What follows belongs to an exercise in optimizing a design on an open flow for small area, a short achievable clock period and few clock cycles; a production flow would make more cautious choices. Function was checked by simulation only, so behaviour that the tests miss may differ from the original. Power is estimated from default activity; no workload was simulated.

==> design/flow/design.v <==
package csr_nfa_pkg;
	typedef logic [8-1:0] symbol_t;
	typedef logic [24-1:0] state_idx_t;
	typedef logic [16-1:0] line_addr_t;
	typedef logic [128-1:0] mem_line_t;
	typedef logic [4-1:0] lane_mask_t;
	typedef enum logic [1:0] {scan_wait_char, scan_probe, scan_visit, scan_swap} scan_state_e;
	typedef enum logic [2:0] {fetch_idle, fetch_ptr_read, fetch_ptr_wait, fetch_ptr_second,
		fetch_edge_read, fetch_edge_wait} fetch_state_e;
	function automatic logic [32-1:0] lane_word(input mem_line_t line,
		input logic [1:0] lane);
		lane_word = line[128-1-lane*32 -: 32];
	endfunction
endpackage
`timescale 1ns/1ns
module active_scan
(
	input logic clk,
	input logic reset,
	input csr_nfa_pkg::state_idx_t num_states,
	input logic char_valid,
	input csr_nfa_pkg::symbol_t char_a,
	input csr_nfa_pkg::symbol_t char_b,
	output logic char_ready,
	output csr_nfa_pkg::symbol_t scan_char_a,
	output csr_nfa_pkg::symbol_t scan_char_b,
	output logic visit_valid,
	output csr_nfa_pkg::state_idx_t visit_state,
	output logic visit_a,
	output logic visit_b,
	input logic visit_ready,
	input logic visit_done,
	input logic [64-1:0] hit_a,
	input logic [64-1:0] hit_b
);
	localparam int MAP_W = 64;
	localparam int IDX_W = $clog2(64);
	csr_nfa_pkg::scan_state_e state_q;
	csr_nfa_pkg::state_idx_t idx;
	logic [MAP_W-1:0] current_a;
	logic [MAP_W-1:0] current_b;
	logic [MAP_W-1:0] next_a;
	logic [MAP_W-1:0] next_b;
	logic last_idx;
	logic idx_active;
	assign char_ready = (state_q == csr_nfa_pkg::scan_wait_char);
	assign last_idx = (idx == num_states - 1'b1);
	assign idx_active = current_a[idx[IDX_W-1:0]] | current_b[idx[IDX_W-1:0]];
	always_ff @(posedge clk)
	begin
		if (char_valid && char_ready)
		begin
			scan_char_a <= char_a;
			scan_char_b <= char_b;
		end
	end
	always_ff @(posedge clk)
	begin
		if (reset)
		begin
			state_q <= csr_nfa_pkg::scan_wait_char;
			idx <= '0;
			visit_valid <= 1'b0;
			visit_state <= '0;
			visit_a <= 1'b0;
			visit_b <= 1'b0;
			current_a <= MAP_W'(1);
			current_b <= MAP_W'(1);
			next_a <= '0;
			next_b <= '0;
		end
		else
		begin
			next_a <= next_a | hit_a;
			next_b <= next_b | hit_b;
			case (state_q)
				csr_nfa_pkg::scan_wait_char:
				begin
					if (char_valid)
					begin
						idx <= '0;
						state_q <= csr_nfa_pkg::scan_probe;
					end
				end
				csr_nfa_pkg::scan_probe:
				begin
					if (idx_active)
					begin
						visit_valid <= 1'b1;
						visit_state <= idx;
						visit_a <= current_a[idx[IDX_W-1:0]];
						visit_b <= current_b[idx[IDX_W-1:0]];
						state_q <= csr_nfa_pkg::scan_visit;
					end
					else if (last_idx)
						state_q <= csr_nfa_pkg::scan_swap;
					else
						idx <= idx + 1'b1;
				end
				csr_nfa_pkg::scan_visit:
				begin
					if (visit_ready)
						visit_valid <= 1'b0;
					if (visit_done)
					begin
						if (last_idx)
							state_q <= csr_nfa_pkg::scan_swap;
						else
						begin
							idx <= idx + 1'b1;
							state_q <= csr_nfa_pkg::scan_probe;
						end
					end
				end
				default:
				begin
					current_a <= next_a;
					current_b <= next_b;
					next_a <= '0;
					next_b <= '0;
					state_q <= csr_nfa_pkg::scan_wait_char;
				end
			endcase
		end
	end
endmodule
`timescale 1ns/1ns
module csr_fetch
(
	input logic clk,
	input logic reset,
	input csr_nfa_pkg::state_idx_t num_states,
	input logic visit_valid,
	input csr_nfa_pkg::state_idx_t visit_state,
	input logic visit_a,
	input logic visit_b,
	output logic visit_ready,
	output logic rd_en,
	output csr_nfa_pkg::line_addr_t rd_addr,
	input csr_nfa_pkg::mem_line_t rd_data,
	output logic item_valid,
	output csr_nfa_pkg::mem_line_t item_line,
	output csr_nfa_pkg::lane_mask_t item_mask,
	output logic item_a,
	output logic item_b,
	output logic item_last,
	output logic item_accepting
);
	localparam int WORD_ADDR_W = 16 + 2;
	csr_nfa_pkg::fetch_state_e state_q;
	csr_nfa_pkg::state_idx_t cur_k;
	logic cur_a;
	logic cur_b;
	logic crossed;
	logic [32-1:0] ptr_lo;
	logic [WORD_ADDR_W-1:0] word_addr;
	logic [WORD_ADDR_W-1:0] remain;
	logic [1:0] ptr_lane;
	logic [1:0] ptr_lane_next;
	logic [32-1:0] lo_word;
	logic [32-1:0] hi_word;
	logic [32-1:0] edge_count;
	logic ptr_done;
	logic acc_item;
	logic edge_item;
	logic [1:0] start_lane;
	logic [2:0] room;
	logic [2:0] take;
	logic line_last;
	csr_nfa_pkg::lane_mask_t mask;
	assign visit_ready = (state_q == csr_nfa_pkg::fetch_idle);
	assign ptr_lane = cur_k[1:0];
	assign ptr_lane_next = ptr_lane + 2'd1;
	assign lo_word = crossed ? ptr_lo : csr_nfa_pkg::lane_word(rd_data, ptr_lane);
	assign hi_word = crossed ? csr_nfa_pkg::lane_word(rd_data, 0)
		: csr_nfa_pkg::lane_word(rd_data, ptr_lane_next);
	assign ptr_done = crossed || (ptr_lane != 2'd3);
	assign edge_count = hi_word - lo_word;
	assign start_lane = word_addr[1:0];
	assign room = 3'd4 - {1'b0, start_lane};
	assign line_last = (remain <= WORD_ADDR_W'(room));
	assign take = line_last ? remain[2:0] : room;
	always_comb
	begin
		for (int l = 0; l < 4; l++)
			mask[l] = (l >= start_lane) && (l < start_lane + take);
	end
	always_comb
	begin
		rd_en = 1'b0;
		rd_addr = cur_k[16+1:2];
		case (state_q)
			csr_nfa_pkg::fetch_ptr_read:
				rd_en = 1'b1;
			csr_nfa_pkg::fetch_ptr_second:
			begin
				rd_en = 1'b1;
				rd_addr = cur_k[16+1:2] + 1'b1;
			end
			csr_nfa_pkg::fetch_edge_read:
			begin
				rd_en = 1'b1;
				rd_addr = word_addr[WORD_ADDR_W-1:2];
			end
			default:
				rd_en = 1'b0;
		endcase
	end
	assign acc_item = (state_q == csr_nfa_pkg::fetch_ptr_wait) && ptr_done && (edge_count == '0);
	assign edge_item = (state_q == csr_nfa_pkg::fetch_edge_wait);
	assign item_valid = acc_item || edge_item;
	assign item_line = rd_data;
	assign item_mask = edge_item ? mask : '0;
	assign item_a = cur_a;
	assign item_b = cur_b;
	assign item_last = acc_item || (edge_item && line_last);
	assign item_accepting = acc_item;
	always_ff @(posedge clk)
	begin
		if (reset)
		begin
			state_q <= csr_nfa_pkg::fetch_idle;
			crossed <= 1'b0;
		end
		else
		begin
			case (state_q)
				csr_nfa_pkg::fetch_idle:
				begin
					if (visit_valid)
					begin
						cur_k <= visit_state;
						cur_a <= visit_a;
						cur_b <= visit_b;
						crossed <= 1'b0;
						state_q <= csr_nfa_pkg::fetch_ptr_read;
					end
				end
				csr_nfa_pkg::fetch_ptr_read:
					state_q <= csr_nfa_pkg::fetch_ptr_wait;
				csr_nfa_pkg::fetch_ptr_wait:
				begin
					if (!ptr_done)
					begin
						ptr_lo <= csr_nfa_pkg::lane_word(rd_data, 3);
						crossed <= 1'b1;
						state_q <= csr_nfa_pkg::fetch_ptr_second;
					end
					else if (edge_count == '0)
						state_q <= csr_nfa_pkg::fetch_idle;
					else
					begin
						word_addr <= WORD_ADDR_W'(num_states) + WORD_ADDR_W'(lo_word) + 1'b1;
						remain <= edge_count[WORD_ADDR_W-1:0];
						state_q <= csr_nfa_pkg::fetch_edge_read;
					end
				end
				csr_nfa_pkg::fetch_ptr_second:
					state_q <= csr_nfa_pkg::fetch_ptr_wait;
				csr_nfa_pkg::fetch_edge_read:
					state_q <= csr_nfa_pkg::fetch_edge_wait;
				default:
				begin
					word_addr <= word_addr + WORD_ADDR_W'(take);
					remain <= remain - WORD_ADDR_W'(take);
					if (line_last)
						state_q <= csr_nfa_pkg::fetch_idle;
					else
						state_q <= csr_nfa_pkg::fetch_edge_read;
				end
			endcase
		end
	end
endmodule
`timescale 1ns/1ns
module lane_match
(
	input logic clk,
	input logic reset,
	input csr_nfa_pkg::symbol_t char_a,
	input csr_nfa_pkg::symbol_t char_b,
	input logic item_valid,
	input csr_nfa_pkg::mem_line_t item_line,
	input csr_nfa_pkg::lane_mask_t item_mask,
	input logic item_a,
	input logic item_b,
	input logic item_last,
	input logic item_accepting,
	output logic [64-1:0] hit_a,
	output logic [64-1:0] hit_b,
	output logic accept_a,
	output logic accept_b,
	output logic visit_done
);
	localparam int IDX_W = $clog2(64);
	logic [64-1:0] hit_a_d;
	logic [64-1:0] hit_b_d;
	always_comb
	begin
		logic [32-1:0] word;
		csr_nfa_pkg::symbol_t sym;
		csr_nfa_pkg::state_idx_t tgt;
		hit_a_d = '0;
		hit_b_d = '0;
		for (int l = 0; l < 4; l++)
		begin
			word = csr_nfa_pkg::lane_word(item_line, l);
			sym = word[32-1 -: 8];
			tgt = word[24-1:0];
			if (item_valid && item_mask[l] && (tgt < 64))
			begin
				if (item_a && (sym == char_a))
					hit_a_d[tgt[IDX_W-1:0]] = 1'b1;
				if (item_b && (sym == char_b))
					hit_b_d[tgt[IDX_W-1:0]] = 1'b1;
			end
		end
	end
	always_ff @(posedge clk)
	begin
		if (reset)
		begin
			hit_a <= '0;
			hit_b <= '0;
			accept_a <= 1'b0;
			accept_b <= 1'b0;
			visit_done <= 1'b0;
		end
		else
		begin
			hit_a <= hit_a_d;
			hit_b <= hit_b_d;
			accept_a <= item_valid && item_accepting && item_a;
			accept_b <= item_valid && item_accepting && item_b;
			visit_done <= item_valid && item_last;
		end
	end
endmodule
`timescale 1ns/1ns
module csr_nfa_top
(
	input logic clk,
	input logic reset,
	input csr_nfa_pkg::state_idx_t num_states,
	output logic char_ready,
	input logic char_valid,
	input csr_nfa_pkg::symbol_t char_a,
	input csr_nfa_pkg::symbol_t char_b,
	output logic rd_en,
	output csr_nfa_pkg::line_addr_t rd_addr,
	input csr_nfa_pkg::mem_line_t rd_data,
	output logic accept_a,
	output logic accept_b
);
	csr_nfa_pkg::symbol_t scan_char_a;
	csr_nfa_pkg::symbol_t scan_char_b;
	logic visit_valid;
	csr_nfa_pkg::state_idx_t visit_state;
	logic visit_a;
	logic visit_b;
	logic visit_ready;
	logic visit_done;
	logic [64-1:0] hit_a;
	logic [64-1:0] hit_b;
	logic item_valid;
	csr_nfa_pkg::mem_line_t item_line;
	csr_nfa_pkg::lane_mask_t item_mask;
	logic item_a;
	logic item_b;
	logic item_last;
	logic item_accepting;
	active_scan u_scan (.clk(clk), .reset(reset), .num_states(num_states),
		.char_valid(char_valid), .char_a(char_a), .char_b(char_b), .char_ready(char_ready),
		.scan_char_a(scan_char_a), .scan_char_b(scan_char_b),
		.visit_valid(visit_valid), .visit_state(visit_state), .visit_a(visit_a),
		.visit_b(visit_b), .visit_ready(visit_ready), .visit_done(visit_done),
		.hit_a(hit_a), .hit_b(hit_b));
	csr_fetch u_fetch (.clk(clk), .reset(reset), .num_states(num_states),
		.visit_valid(visit_valid), .visit_state(visit_state), .visit_a(visit_a),
		.visit_b(visit_b), .visit_ready(visit_ready),
		.rd_en(rd_en), .rd_addr(rd_addr), .rd_data(rd_data),
		.item_valid(item_valid), .item_line(item_line), .item_mask(item_mask),
		.item_a(item_a), .item_b(item_b), .item_last(item_last),
		.item_accepting(item_accepting));
	lane_match u_match (.clk(clk), .reset(reset), .char_a(scan_char_a), .char_b(scan_char_b),
		.item_valid(item_valid), .item_line(item_line), .item_mask(item_mask),
		.item_a(item_a), .item_b(item_b), .item_last(item_last),
		.item_accepting(item_accepting), .hit_a(hit_a), .hit_b(hit_b),
		.accept_a(accept_a), .accept_b(accept_b), .visit_done(visit_done));
endmodule
==> design/flow/run.sh <==
#!/bin/bash
# synth_recipe.tcl (not shown) runs the flow's synth.tcl, then flattens the netlist and writes it again
# the make line also repeats each setting of config.mk as NAME=value (left out here)
make -C /OpenROAD-flow-scripts/flow DESIGN_CONFIG=/design/flow/config.mk WORK_HOME=/design/flow/orfs CLKGATE_MAP_FILE= SYNTH_SCRIPT=/design/flow/synth_recipe.tcl finish
==> design/flow/config.mk <==
export PLATFORM = sky130hd
export DESIGN_NAME = csr_nfa_top
export DESIGN_NICKNAME = csr_nfa_top
export VERILOG_FILES = /design/flow/design.v
export SDC_FILE = /design/flow/constraint.sdc
export NUM_CORES = 4
export LEC_CHECK = 0
export ABC_AREA = 1
export CAP_MARGIN = 20
export CELL_PAD_IN_SITES_DETAIL_PLACEMENT = 1
export CELL_PAD_IN_SITES_GLOBAL_PLACEMENT = 2
export CORE_MARGIN = 2
export CORE_UTILIZATION = 35
export SLEW_MARGIN = 20
==> design/flow/constraint.sdc <==
create_clock -name core_clock -period 10.0 [get_ports {clk}]
set_input_delay 2.0000 -clock core_clock [delete_from_list [all_inputs] [get_ports {clk}]]
set_output_delay 2.0000 -clock core_clock [all_outputs]
set_load 0.01 [all_outputs]
==> impl_metrics.env <==
export IMPL_avgSynthCellArea_um2=6.41
export IMPL_drcViolationCount=0
export IMPL_grt_pass1_wl_um=243000
export IMPL_wl_per_cell_um=23.5
export IMPL_hold_slack_ns=0.432
export IMPL_vias=38300
export IMPL_yosysUniqueCellTypes=55
export IMPL_cp_arrival_ns=6.27
export IMPL_nNetsFinal=5728
export IMPL_core_um2=100000
export IMPL_final_hold_viol_count=0
export IMPL_synth_area_leaders="dfxtp_1 25%, nor2_1 15%, edfxtp_1 8.9%, nand2_1 8.0%, nand3_1 7.5%"
export IMPL_netSwitchingPower_mw=3.55
export IMPL_clk_latency_ns=0.67
export IMPL_critical_path_top_delay_family="buffers and inverters"
export IMPL_antenna_found_initial=14
export IMPL_crit_path_end_kind="register"
export IMPL_grt_max_degree=100
export IMPL_finClkSkew_ns=0.0304
export IMPL_period_share=0.599
export IMPL_numClockSinks=542
export IMPL_hold_buffers=0
export IMPL_dp_hpwl_um=117000
export IMPL_max_stage_delay_ns=0.89
export IMPL_yosysMostFrequentCell="nor2_1"
export IMPL_io_buffer_count=190
export IMPL_fin_setup_tns_ns=0
export IMPL_clkPwrFrac=0.303
export IMPL_worstPathRequired_ns=10.28
export IMPL_power_leakage_nw=16.4
export IMPL_cts_tree="yes"
export IMPL_post_cts_resized=0
export IMPL_globalplace_congestion=0.886
export IMPL_slew_viol_final=0
export IMPL_synth_edf_count=104
export IMPL_worst_path_buf_inv=6
export IMPL_pre_cts_slack_ns=3.49
export IMPL_max_slew_margin=0.259
export IMPL_synth_main_ff_cell="dfxtp_1"
export IMPL_die_w_um=321
export IMPL_via_per_inst=5.61
export IMPL_drtIter0Drc=2890
export IMPL_synthToLayoutAreaGrowth_pct=14.2
export IMPL_synthCells=5492
export IMPL_wirelength_um=160000
export IMPL_layout_drive_gt1_share=0.0429
export IMPL_synth_seq_cells=542
export IMPL_clockBufferDepth=3
export IMPL_pwr_share_comb=0.389
export IMPL_p_seq_frac=0.309
export IMPL_vdd_drop_max_mv=0.131
export IMPL_crit_fanout=43
export IMPL_numCtsBuffers=67
export IMPL_netlist_area_leader_share=0.249
export IMPL_setup_viol=0
export IMPL_rsz0062_at_grt="no"
export IMPL_overflow=0
export IMPL_num_rows=116
export IMPL_h_tree_depth=3
export IMPL_drt_pre_antenna_iters=6
export IMPL_dieArea_um2=103000
export IMPL_io_pins=191
export IMPL_timing_fmax_mhz=167
export IMPL_clkTransAtPathRegs_ns=0.06
export IMPL_post_route_min_period_ns=5.99
export IMPL_min_path_type="register to register"
export IMPL_synth_common_cells="1,378 x nor2_1, 752 x nand2_1, 528 x nand3_1"
export IMPL_synth_nets=5751
export IMPL_status="complete, no violations"
export IMPL_start_kind="register"
export IMPL_synth_yosys_warnings=3
export IMPL_swShare=0.423
export IMPL_synth_yosys_seq_area_share=0.338
export IMPL_clock_root_buffer="clkbuf_16"
export IMPL_max_cap_violations=0
export IMPL_chipHeight_um=321
export IMPL_syn_area_um2=35200
export IMPL_p_int_mw=4.85
export IMPL_cp_slowest_cell="ha_1"
export IMPL_antenna_left=0
export IMPL_track_usage=0.308
export IMPL_synthArstFlopShare=0
export IMPL_yosysTopAreaCell="dfxtp_1"
export IMPL_powerDensity_nw_per_um2=209
export IMPL_worstSetupPathType="register to register"
export IMPL_setup_ws_ns=4.01
export IMPL_cts_setup_buffers=0
export IMPL_initial_utilization=0.352
export IMPL_first_global_vias=37900
export IMPL_worst_pin_slew_ns=1.10
-- power by group through the flow --
stage	clock network [mW]	logic, mW	registers (mW)
after floorplan	0	2.22	2.57
after global placement	0	3.22	2.63
after detailed placement	0	3.25	2.64
after CTS	2.60	3.26	2.59
after global routing	2.68	3.64	2.61
final	2.54	3.27	2.59
-- through the flow --
stage	instances	util	total power, mW	area [um2]
after floorplan	5492	-	4.79	35200
after global placement	6698	0.379	5.86	37900
after detailed placement	6698	0.379	5.88	37900
after CTS	6817	0.402	8.45	40200
after global routing	6818	0.402	8.94	40200
final	6820	0.402	8.40	40200
-- path summary, 6_finish.rpt --
kind                     from               endpoint  slack, ns  cells after the start
max          u_fetch.cur_k[1]  u_fetch.word_addr[14]       4.01                     25
max reg2reg  u_fetch.cur_k[1]  u_fetch.word_addr[14]       4.01                     25
min reg2reg    u_scan.visit_a          u_fetch.cur_a       0.43                      0
min            u_scan.visit_a          u_fetch.cur_a       0.43                      0
-- cell type report --
cell class | count | area [um2]
Multi-Input combinational cell | 4135 | 20200
Tap cell | 1298 | 1620
Timing Repair Buffer | 257 | 2410
Inverter | 466 | 1750
Clock buffer | 92 | 1910
Fill cell | 13000 | 59800
Clock inverter | 27 | 370
Antenna cell | 3 | 7.51
Sequential cell | 542 | 11900
-- layer usage --
layer | vias up | GRT usage | wire [um]
met3 | 229 | 0.0546 | 10000
met4 | 8 | 0.0706 | 3520
met2 | 1055 | 0.483 | 70800
met1 | 18700 | 0.436 | 76000
li1 | 18300 | - | -
met5 | - | 0 | 50
-- worst reg2reg max path: cells and delay by family (launching register included) --
kind	cells	cell delay, ns
buffers and inverters	6	1.73
adders and majority gates	3	1.63
and+or+nand+nor	10	1.07
AOI/OAI and AO/OA	5	0.55
DFF	1	0.38
xor gates and xnor gates	1	0.20
-- cell usage in the layout (no fill, tap or decap), types with 75 or more instances in the layout --
cell type        instances
edfxtp_1               104
o21ai_0                390
clkdlybuf4s50_1        189
nand2_1                749
nand4_1                353
nor3_1                  75
a21oi_1                241
nand3_1                528
dfxtp_1                436
nor2_1                1371
ha_1                    83
inv_1                  450
-- sequential cells by signal, summed over array words and instances, names as in the netlist, 24 cells and up --
signal and flops:
u_scan.idx 24, u_scan.next_b 64, u_match.hit_b 64, u_scan.current_b 64, u_scan.next_a 64, u_fetch.ptr_lo 32, u_scan.current_a 64, u_match.hit_a 64
-- kinds of logic (layout without fill, tap and decap cells) --
kind of cell    Yosys count  in the layout  share of synthesized area
fa+ha+maj                88             88                     0.0321
flops                   542            542                      0.338
xor+xnor                 93             93                     0.0231
buf+inv                 815            842                     0.0921
other cells               0              3                          0
compound gates          782            782                      0.121
mux                       1              1                   0.000284
simple gates           3171           3171                      0.394
Testbench counts, summed over its fixed seeds: cycles 554,462.

separate check: timing with driven ports:
The results above use ideal ports. As a check the final layout listed here was re-extracted and re-timed, cells and wires unchanged. Step 1 sets driving cells, clkbuf_16 on the clock port and buf_2 on the other inputs (assumed; they add their load-dependent delay and slew). Step 2 also shifts input and output timing later by t, the mid clock arrival at the registers, as if the neighbouring blocks saw the same clock. Slacks: no drivers / after step 1 / after step 2; pairs: no drivers / after step 1.
shift t [ns]: 0.729
setup WS [ns]: 4.012 / 4.012 / 3.379
hold slack, ns: 0.432 / 0.432 / 0.432
After both steps this run still meets setup and hold. The setup slack of this run moves by 0.000 ns with the drivers and by -0.633 ns with both steps.
